This design comes from an exercise in tuning for small area, a short achievable clock period and few clock cycles per item on the open sky130 flow, not from production work. The RTL was checked by simulation tests, not by an equivalence proof against the original design. Power figures rest on the tool's default switching activity, not on a simulated workload.

--- flow/run.sh ---
#!/bin/bash
# synth_recipe.tcl (not shown) runs the flow's synth.tcl, then flattens the netlist and writes it again
# the make line also repeats each setting of config.mk as NAME=value (left out here)
make -C /OpenROAD-flow-scripts/flow DESIGN_CONFIG=/design/flow/config.mk WORK_HOME=/design/flow/orfs CLKGATE_MAP_FILE= SYNTH_SCRIPT=/design/flow/synth_recipe.tcl finish
--- flow/constraint.sdc ---
create_clock -name core_clock -period 5.0 [get_ports {clk}]
set_input_delay 1.0000 -clock core_clock [delete_from_list [all_inputs] [get_ports {clk}]]
set_output_delay 1.0000 -clock core_clock [all_outputs]
set_load 0.01 [all_outputs]
--- flow/config.mk ---
export PLATFORM = sky130hd
export DESIGN_NAME = register_list_stack_engine
export DESIGN_NICKNAME = register_list_stack_engine
export VERILOG_FILES = /design/flow/design.v
export SDC_FILE = /design/flow/constraint.sdc
export NUM_CORES = 4
export LEC_CHECK = 0
export CAP_MARGIN = 20
export CORE_MARGIN = 2
export CORE_UTILIZATION = 45
export SLEW_MARGIN = 20
--- flow/design.v ---
package rlse_pkg;
  localparam int STACK_WORDS_DEF = 64;
  localparam int REG_COUNT_DEF   = 16;
  localparam logic [3:0] SP_REG = 4'd13;
  localparam logic [15:0] PUSH_FORBIDDEN = 16'h9F00;
  localparam logic [15:0] POP_FORBIDDEN  = 16'h5F00;
  localparam logic [31:0] SP_LIMIT = 32'd255;
  typedef enum logic [2:0] {
    OP_WRITE = 3'd0,
    OP_READ  = 3'd1,
    OP_PUSH  = 3'd2,
    OP_POP   = 3'd3,
    OP_IPUSH = 3'd4,
    OP_IPOP  = 3'd5
  } op_t;
  typedef enum logic [1:0] {
    ST_IDLE,
    ST_SETUP,
    ST_SCAN,
    ST_FINISH
  } state_t;
  function automatic logic [4:0] popcount16(input logic [15:0] m);
    logic [2:0] n0;
    logic [2:0] n1;
    logic [2:0] n2;
    logic [2:0] n3;
    n0 = {2'b00, m[0]}  + {2'b00, m[1]}  + {2'b00, m[2]}  + {2'b00, m[3]};
    n1 = {2'b00, m[4]}  + {2'b00, m[5]}  + {2'b00, m[6]}  + {2'b00, m[7]};
    n2 = {2'b00, m[8]}  + {2'b00, m[9]}  + {2'b00, m[10]} + {2'b00, m[11]};
    n3 = {2'b00, m[12]} + {2'b00, m[13]} + {2'b00, m[14]} + {2'b00, m[15]};
    popcount16 = {2'b00, n0} + {2'b00, n1} + {2'b00, n2} + {2'b00, n3};
  endfunction
endpackage
module rlse_ram #(
  parameter int WIDTH = 32,
  parameter int DEPTH = 64
) (
  input  logic                     clk,
  input  logic                     we,
  input  logic [$clog2(DEPTH)-1:0] waddr,
  input  logic [WIDTH-1:0]         wdata,
  input  logic                     re,
  input  logic [$clog2(DEPTH)-1:0] raddr,
  output logic [WIDTH-1:0]         rdata
);
  logic [WIDTH-1:0] mem [DEPTH];
  always_ff @(posedge clk) begin
    if (we) begin
      mem[waddr] <= wdata;
    end
  end
  always_ff @(posedge clk) begin
    if (re) begin
      rdata <= mem[raddr];
    end
  end
endmodule
module register_list_stack_engine #(
  parameter int STACK_WORDS = rlse_pkg::STACK_WORDS_DEF,
  parameter int REG_COUNT   = rlse_pkg::REG_COUNT_DEF
) (
  input  logic        clk,
  input  logic        rst,
  input  logic        item_valid,
  output logic        item_stall,
  input  logic [2:0]  operation,
  input  logic [3:0]  reg_index,
  input  logic [31:0] reg_value,
  input  logic [15:0] reg_mask,
  input  logic [3:0]  flags_in,
  output logic        result_valid,
  input  logic        result_stall,
  output logic [31:0] read_value,
  output logic [31:0] stack_pointer,
  output logic [3:0]  flags_out,
  output logic        flags_valid,
  output logic        list_rejected,
  output logic        address_fault
);
  localparam int SW_AW   = $clog2(STACK_WORDS);
  localparam int RF_AW   = $clog2(REG_COUNT);
  localparam int SW_LAST = STACK_WORDS - 2;
  rlse_pkg::state_t state, state_next;
  rlse_pkg::op_t op_q;
  logic [3:0]    ri_q;
  logic [31:0]   val_q;
  logic [15:0]   mask_q;
  logic [3:0]    fin_q;
  logic [6:0]    delta_q;
  logic          is_store;
  logic          is_irq;
  logic [31:0]   sp;
  logic [7:0]    addr;
  logic          rej_q;
  logic          fault_q;
  logic [3:0]    fout_q;
  logic          fval_q;
  logic          flag_done;
  logic          rd_valid_q;
  logic [REG_COUNT-1:0]   rf_vld;
  logic [STACK_WORDS-1:0] st_vld;
  logic             s1_valid;
  logic             s1_ok;
  logic             s1_flag;
  logic [3:0]       s1_reg;
  logic [SW_AW-1:0] s1_widx;
  logic             s1_rvalid;
  logic             rf_we, rf_re;
  logic [RF_AW-1:0] rf_waddr, rf_raddr;
  logic [31:0]      rf_wdata, rf_rdata;
  logic             st_we, st_re;
  logic [31:0]      st_wdata, st_rdata;
  logic        accept;
  logic        fin_go;
  logic        setup_rej;
  logic        setup_dec;
  logic        is_list;
  logic        iss_any, iss_flag, iss;
  logic [3:0]  iss_reg;
  logic        in_range;
  logic [7:0]  wtmp;
  logic [SW_AW-1:0] widx;
  logic        ld;
  logic [31:0] ld_data;
  logic [31:0] sp_final;
  logic [31:0] rd_final;
  rlse_ram #(.WIDTH(32), .DEPTH(REG_COUNT)) u_rf (
    .clk   (clk),
    .we    (rf_we),
    .waddr (rf_waddr),
    .wdata (rf_wdata),
    .re    (rf_re),
    .raddr (rf_raddr),
    .rdata (rf_rdata)
  );
  rlse_ram #(.WIDTH(32), .DEPTH(STACK_WORDS)) u_stack (
    .clk   (clk),
    .we    (st_we),
    .waddr (s1_widx),
    .wdata (st_wdata),
    .re    (st_re),
    .raddr (widx),
    .rdata (st_rdata)
  );
  always_comb begin
    iss_reg = 4'd0;
    for (int i = 15; i >= 0; i--) begin
      if (mask_q[i]) begin
        iss_reg = 4'(i);
      end
    end
    in_range = {2'b00, addr[7:2]} <= 8'(SW_LAST);
    wtmp     = 8'(SW_LAST) - {2'b00, addr[7:2]};
    widx     = wtmp[SW_AW-1:0];
  end
  always_comb begin
    setup_rej = 1'b0;
    setup_dec = 1'b0;
    is_list   = 1'b0;
    unique case (op_q)
      rlse_pkg::OP_PUSH: begin
        setup_rej = |(mask_q & rlse_pkg::PUSH_FORBIDDEN);
        setup_dec = sp >= rlse_pkg::SP_LIMIT;
        is_list   = 1'b1;
      end
      rlse_pkg::OP_POP: begin
        setup_rej = |(mask_q & rlse_pkg::POP_FORBIDDEN);
        is_list   = 1'b1;
      end
      rlse_pkg::OP_IPUSH: begin
        setup_dec = sp > rlse_pkg::SP_LIMIT;
        is_list   = 1'b1;
      end
      rlse_pkg::OP_IPOP: begin
        is_list   = 1'b1;
      end
      default: begin
      end
    endcase
  end
  always_comb begin
    sp_final = sp;
    if (!rej_q) begin
      case (op_q)
        rlse_pkg::OP_PUSH, rlse_pkg::OP_IPUSH: sp_final = sp - {25'd0, delta_q};
        rlse_pkg::OP_POP, rlse_pkg::OP_IPOP:   sp_final = sp + {25'd0, delta_q};
        default:                               sp_final = sp;
      endcase
    end
    rd_final = 32'd0;
    if (op_q == rlse_pkg::OP_READ) begin
      if (ri_q == rlse_pkg::SP_REG) begin
        rd_final = sp;
      end else if (rd_valid_q) begin
        rd_final = rf_rdata;
      end
    end
  end
  always_comb begin
    state_next = state;
    unique case (state)
      rlse_pkg::ST_IDLE:   if (accept) state_next = rlse_pkg::ST_SETUP;
      rlse_pkg::ST_SETUP:  state_next = (is_list && !setup_rej) ? rlse_pkg::ST_SCAN
                                                                : rlse_pkg::ST_FINISH;
      rlse_pkg::ST_SCAN:   if (!iss) state_next = rlse_pkg::ST_FINISH;
      rlse_pkg::ST_FINISH: if (fin_go) state_next = rlse_pkg::ST_IDLE;
      default:             state_next = rlse_pkg::ST_IDLE;
    endcase
  end
  always_comb begin
    item_stall = (state != rlse_pkg::ST_IDLE);
    accept     = item_valid && (state == rlse_pkg::ST_IDLE);
    fin_go     = (state == rlse_pkg::ST_FINISH) && (!result_valid || !result_stall);
    iss_any  = |mask_q;
    iss_flag = !iss_any && is_irq && !flag_done;
    iss      = (state == rlse_pkg::ST_SCAN) && (iss_any || iss_flag);
    rf_re    = ((state == rlse_pkg::ST_SETUP) && (op_q == rlse_pkg::OP_READ)) ||
               (iss && is_store && iss_any);
    rf_raddr = (state == rlse_pkg::ST_SETUP) ? ri_q[RF_AW-1:0] : iss_reg[RF_AW-1:0];
    ld       = s1_valid && s1_ok && !is_store;
    ld_data  = s1_rvalid ? st_rdata : '1;
    rf_we    = ((state == rlse_pkg::ST_SETUP) && (op_q == rlse_pkg::OP_WRITE)) ||
               (ld && !s1_flag);
    rf_waddr = (state == rlse_pkg::ST_SETUP) ? ri_q[RF_AW-1:0] : s1_reg[RF_AW-1:0];
    rf_wdata = (state == rlse_pkg::ST_SETUP) ? val_q : ld_data;
    st_re    = iss && !is_store && in_range;
    st_we    = s1_valid && s1_ok && is_store;
    if (s1_flag) begin
      st_wdata = {28'd0, fin_q};
    end else if (s1_reg == rlse_pkg::SP_REG) begin
      st_wdata = sp;
    end else begin
      st_wdata = s1_rvalid ? rf_rdata : 32'd0;
    end
  end
  always_ff @(posedge clk) begin
    if (rst) begin
      state        <= rlse_pkg::ST_IDLE;
      result_valid <= 1'b0;
      sp           <= 32'd0;
      rf_vld       <= '0;
      st_vld       <= '0;
      s1_valid     <= 1'b0;
      flag_done    <= 1'b0;
    end else begin
      state    <= state_next;
      s1_valid <= iss;
      if (accept) begin
        flag_done <= 1'b0;
      end else if (iss && !iss_any) begin
        flag_done <= 1'b1;
      end
      if (state == rlse_pkg::ST_SETUP) begin
        if (op_q == rlse_pkg::OP_WRITE && ri_q == rlse_pkg::SP_REG) begin
          sp <= val_q;
        end else if (setup_dec && !setup_rej) begin
          sp <= sp - 32'd1;
        end
      end else if (ld && !s1_flag && s1_reg == rlse_pkg::SP_REG) begin
        sp <= ld_data;
      end else if (fin_go) begin
        sp <= sp_final;
      end
      if (rf_we) begin
        rf_vld[rf_waddr] <= 1'b1;
      end
      if (st_we) begin
        st_vld[s1_widx] <= 1'b1;
      end
      if (fin_go) begin
        result_valid <= 1'b1;
      end else if (!result_stall) begin
        result_valid <= 1'b0;
      end
    end
  end
  always_ff @(posedge clk) begin
    if (accept) begin
      op_q     <= rlse_pkg::op_t'(operation);
      ri_q     <= reg_index;
      val_q    <= reg_value;
      mask_q   <= reg_mask;
      fin_q    <= flags_in;
      is_store <= (operation == rlse_pkg::OP_PUSH) || (operation == rlse_pkg::OP_IPUSH);
      is_irq   <= (operation == rlse_pkg::OP_IPUSH) || (operation == rlse_pkg::OP_IPOP);
      delta_q  <= {rlse_pkg::popcount16(reg_mask), 2'b00} +
                  (((operation == rlse_pkg::OP_IPUSH) || (operation == rlse_pkg::OP_IPOP))
                   ? 7'd4 : 7'd0);
      rej_q    <= 1'b0;
      fault_q  <= 1'b0;
      fout_q   <= 4'd0;
      fval_q   <= 1'b0;
    end
    if (state == rlse_pkg::ST_SETUP) begin
      rej_q      <= setup_rej;
      rd_valid_q <= rf_vld[ri_q[RF_AW-1:0]];
      if (op_q == rlse_pkg::OP_PUSH || op_q == rlse_pkg::OP_IPUSH) begin
        addr <= sp[7:0] - {7'd0, setup_dec} - {1'b0, delta_q};
      end else begin
        addr <= sp[7:0];
      end
    end
    if (iss) begin
      addr      <= addr + 8'd4;
      s1_ok     <= in_range;
      s1_flag   <= !iss_any;
      s1_reg    <= iss_reg;
      s1_widx   <= widx;
      s1_rvalid <= is_store ? rf_vld[iss_reg[RF_AW-1:0]]
                            : (in_range && st_vld[widx]);
      if (iss_any) begin
        mask_q <= mask_q & (mask_q - 16'd1);
      end
      if (!in_range) begin
        fault_q <= 1'b1;
      end
    end
    if (ld && s1_flag) begin
      fout_q <= ld_data[3:0];
      fval_q <= 1'b1;
    end
    if (fin_go) begin
      read_value    <= rd_final;
      stack_pointer <= sp_final;
      flags_out     <= fout_q;
      flags_valid   <= fval_q;
      list_rejected <= rej_q;
      address_fault <= fault_q;
    end
  end
endmodule
==> reports/metrics.json <==
{
  "outcome": "complete, no violations",
  "worstSetupEndpointType": "register",
  "antenna_found_initial": 18,
  "ff2ff_setup_slack_ns": 0.52,
  "detail_route.wirelength_mm": 330,
  "timing.clock.skew_ns": 0.0707,
  "top_regs": "u_stack.mem: 2048 flops, u_rf.mem: 512 flops, st_vld: 64 flops",
  "postCtsHoldBufs": 0,
  "maxCapViolations": 0,
  "min_from": "fout_q[2]",
  "worst_ir_drop_vdd_uv": 710,
  "shortest_period_the_worst_path_allows_ns": 4.48,
  "p_per_area_nw_per_um2": 638,
  "clk_transition_reported_paths_ns": 0.06,
  "postLayoutSetupSlackWorst_ns": 0.521,
  "die_area_um2": 262000,
  "post-synth-top-area-fraction_pct": 71.8,
  "placement.setup.worst_slack_ns": -0.209,
  "gp_congestion": 0.924,
  "num_rows": 186,
  "syn-instance-count": 6036,
  "tcrit_tclk_final_pct": 89.6,
  "power_leakage_nw": 43.2,
  "min_path_type": "reg -> reg",
  "place_inst": 9556,
  "yosys.cell_count.top_type": "edfxtp_1",
  "vias": 62300,
  "worst_skew_pair.late_latency_ns": 0.94,
  "netlist_area_um2": 116000,
  "dominantRegCellSynth": "edfxtp_1",
  "coreArea_um2": 256000,
  "cp_cell_sequence": "xor2_1 > nand2_1 > o21ai_1 > inv_1 > ha_1 > o21ai_0 > nor2_1 > o41ai_1 > o31ai_2 > o21ai_2 > o31ai_2 > or3_1 > a211o_1 > a211oi_1",
  "cts.repair_timing.setup_buffer_count": 0,
  "cp.required_ns": 5.81,
  "average_cell_area_after_synthesis_um2": 19.2,
  "groute.usage.overall_pct": 24.9,
  "grt_pass1_vias": 61300,
  "ys_top_cells_by_count": "edfxtp_1, mux4_2, mux2i_1",
  "post_cts.resized_instances": 0,
  "grt_start_max_net_pins": 105,
  "yosys_warnings": 3,
  "timing.hold.worst_path_depth": 0,
  "fmax_mhz": 223,
  "sequential_share_of_the_synthesized_area_pct": 74.1,
  "die_width_um": 511,
  "cts-htree-levels": 5,
  "finalMaxSlewViolations": 0,
  "worst_ep_arrival_time_ns": 5.29,
  "worstReg2RegStart": "op_q[2]",
  "min_delay_worst_endpoint": "flags_out[2]",
  "yosys-top-cells-area": "edfxtp_1, mux4_2, mux2i_1",
  "largest_register_ffs": 2048,
  "cp_common_cell": "o31ai_2",
  "cts_bufs_inserted": 316,
  "io_buffers": 135,
  "drt_drc_violations_left": 0,
  "share_of_synthesized_registers_carrying_an_async_set_or_reset_pct": 0,
  "initial_core_utilization_pct": 45.2,
  "r2r.worst_path.cells": 14,
  "dieHeight_um": 511,
  "startpoint_type": "register",
  "instances_no_fill": 10100,
  "timing.max_slew.rel_slack_pct": 23.7,
  "grt_first_pass_wirelength_mm": 465,
  "max_flop_register": "u_stack.mem",
  "routed_vias_inst": 6.16,
  "cts.sinks": 2905,
  "ctsRootBufferMaster": "clkbuf_16",
  "post_drt_antenna_nets": 0,
  "tightestPinTransition_ns": 1.13,
  "synth_top_cell_by_area": "edfxtp_1",
  "grt_setup_unrepaired": "false",
  "globalRoute.totalOverflow": 0,
  "hold_slack_ns": 0.425,
  "area.growth.synth_to_final_pct": 15.6,
  "criticalPathCategory": "reg -> reg",
  "crit_fanout": 7,
  "clockBufferDepth": 4,
  "num-fill-cells": 20300,
  "initialDrtViolationCount": 8214,
  "finish.net_count": 6634,
  "cts_tree": "built",
  "cpMaxStageDelayCell": "edfxtp_1",
  "drt_pre_antenna_iters": 6,
  "routed_wire_length_per_instance_um": 32.6,
  "p_total_w": 0.0854,
  "critical_path.reg2reg.endpoint": "sp[31]",
  "place.detailed.hpwl_mm": 201,
  "post_synthesis_net_count": 6175,
  "report.final.hold_viol_count": 0,
  "io_pins": 136,
  "post_synth_edffs": 2770,
  "synth.lib_cells_used.distinct": 85,
  "cpPeakStageDelay_ns": 0.49,
  "final_layout_size_suffix_gt1_share_pct": 23.9,
  "setup_viol_count_final": 0,
  "ys_seq_elements": 2905
}
[per-layer routing]
metal	share of wire, %	track usage, %	vias to the layer above
met4	3.8	8.47	2
met2	47	39.4	2885
met5	0.0042	0	-
met3	7.8	3.80	608
li1	-	-	25600
met1	41	35.6	33200
[placed cells by master, fill, tap and decap left out, drive strengths merged, types with 101 or more instances in the layout]
cell,Yosys,layout
mux2i,281,281
clkinv,1,101
nand3,101,101
clkdlybuf4s50,0,134
o21ai,116,116
nor2,269,269
buf,115,352
mux4,667,667
dfxtp,135,135
a21oi,199,199
nand2,269,269
clkbuf,230,421
edfxtp,2770,2770
[worst max-delay path, delay by kind of cell, from the launching register on]
family          cells  cell delay [ns]
compound gates      8             2.00
simple gates        3             0.69
flops               1             0.49
xor+xnor            1             0.44
fa+ha+maj           1             0.43
buf+inv             1             0.33
[cell families after synthesis]
kind of cell | synth area share (%)
flops | 74.1
mux | 15.6
compound gates | 3.88
simple gates | 3.63
buf+inv | 1.45
fa+ha+maj | 0.892
xor+xnor | 0.453
[cell type report]
cell class / count / area, um2 / share of cell area, %
antenna: 5 / 12.5 / 0.00934
inverter: 70 / 263 / 0.196
timing repair buffer: 486 / 4730 / 3.53
clock inverter: 126 / 946 / 0.706
sequential: 2905 / 85900 / 64.1
multi-input combinational: 2716 / 29400 / 21.9
tap: 3384 / 4230 / 3.16
clock buffer: 421 / 8570 / 6.39
[through the flow]
stage / utilization [%] / cell area (um2) / TNS [ns]
5_1_grt: 52.2 / 134000 / 0
3_5_place_dp: 48.5 / 124000 / -0.394
6_report: 52.2 / 134000 / 0
3_3_place_gp: 48.4 / 124000 / -0.503
4_1_cts: 52.2 / 134000 / 0
2_1_floorplan: - / 116000 / 0
[worst max-delay path by stage]
stage / startpoint / to / slack (ns) / cells after the start
5_1_grt: op_q[2] / sp[30] / 0.20 / 14
4_1_cts: op_q[2] / sp[30] / 0.55 / 14
2_1_floorplan: s1_rvalid / u_stack.mem[0][2] / 0.38 / 5
6_report: op_q[2] / sp[31] / 0.52 / 14
3_3_place_gp: reg_mask[5] / delta_q[6] / -0.27 / 14
3_5_place_dp: reg_mask[5] / delta_q[6] / -0.21 / 14
[power breakdown]
part | total (W) | internal (W) | leakage (nW) | switching (W)
clock | 0.0218 | 0.0127 | 4.64 | 0.00918
combinational | 0.0336 | 0.0138 | 12.0 | 0.0199
sequential | 0.0300 | 0.0291 | 26.5 | 0.000826
Testbench counts, summed over its fixed seeds: cycles 33,753, items 4,800.

-- afterwards: timing with drivers on the ports --
No port has a modelled driver above. Below, the same layout with a new extraction and two added sets of constraints.
Step 1 assumes that a clkbuf_16 drives the clock port and a buf_2 every other input.
Step 2, shift: input delay + t, output delay - t, t = (earliest + latest rising clock arrival at the registers) / 2. This alone moves slack from input paths to output paths.
a / b / c = ideal ports / drivers / drivers and shift; a / b = the first two.
t (ns): 0.992
setup WS [ns]: 0.521 / 0.521 / -0.212
clock arrival spread, ns: 0.078 / 0.079
slew at the worst register clock pin (ns): 0.07 / 0.07
worst slew at a driven data input, ns: 0.08
Met with ideal ports but missed after step 2: setup timing in this run. The setup slack of this run moves by 0.000 ns with the drivers and by -0.733 ns with both steps.
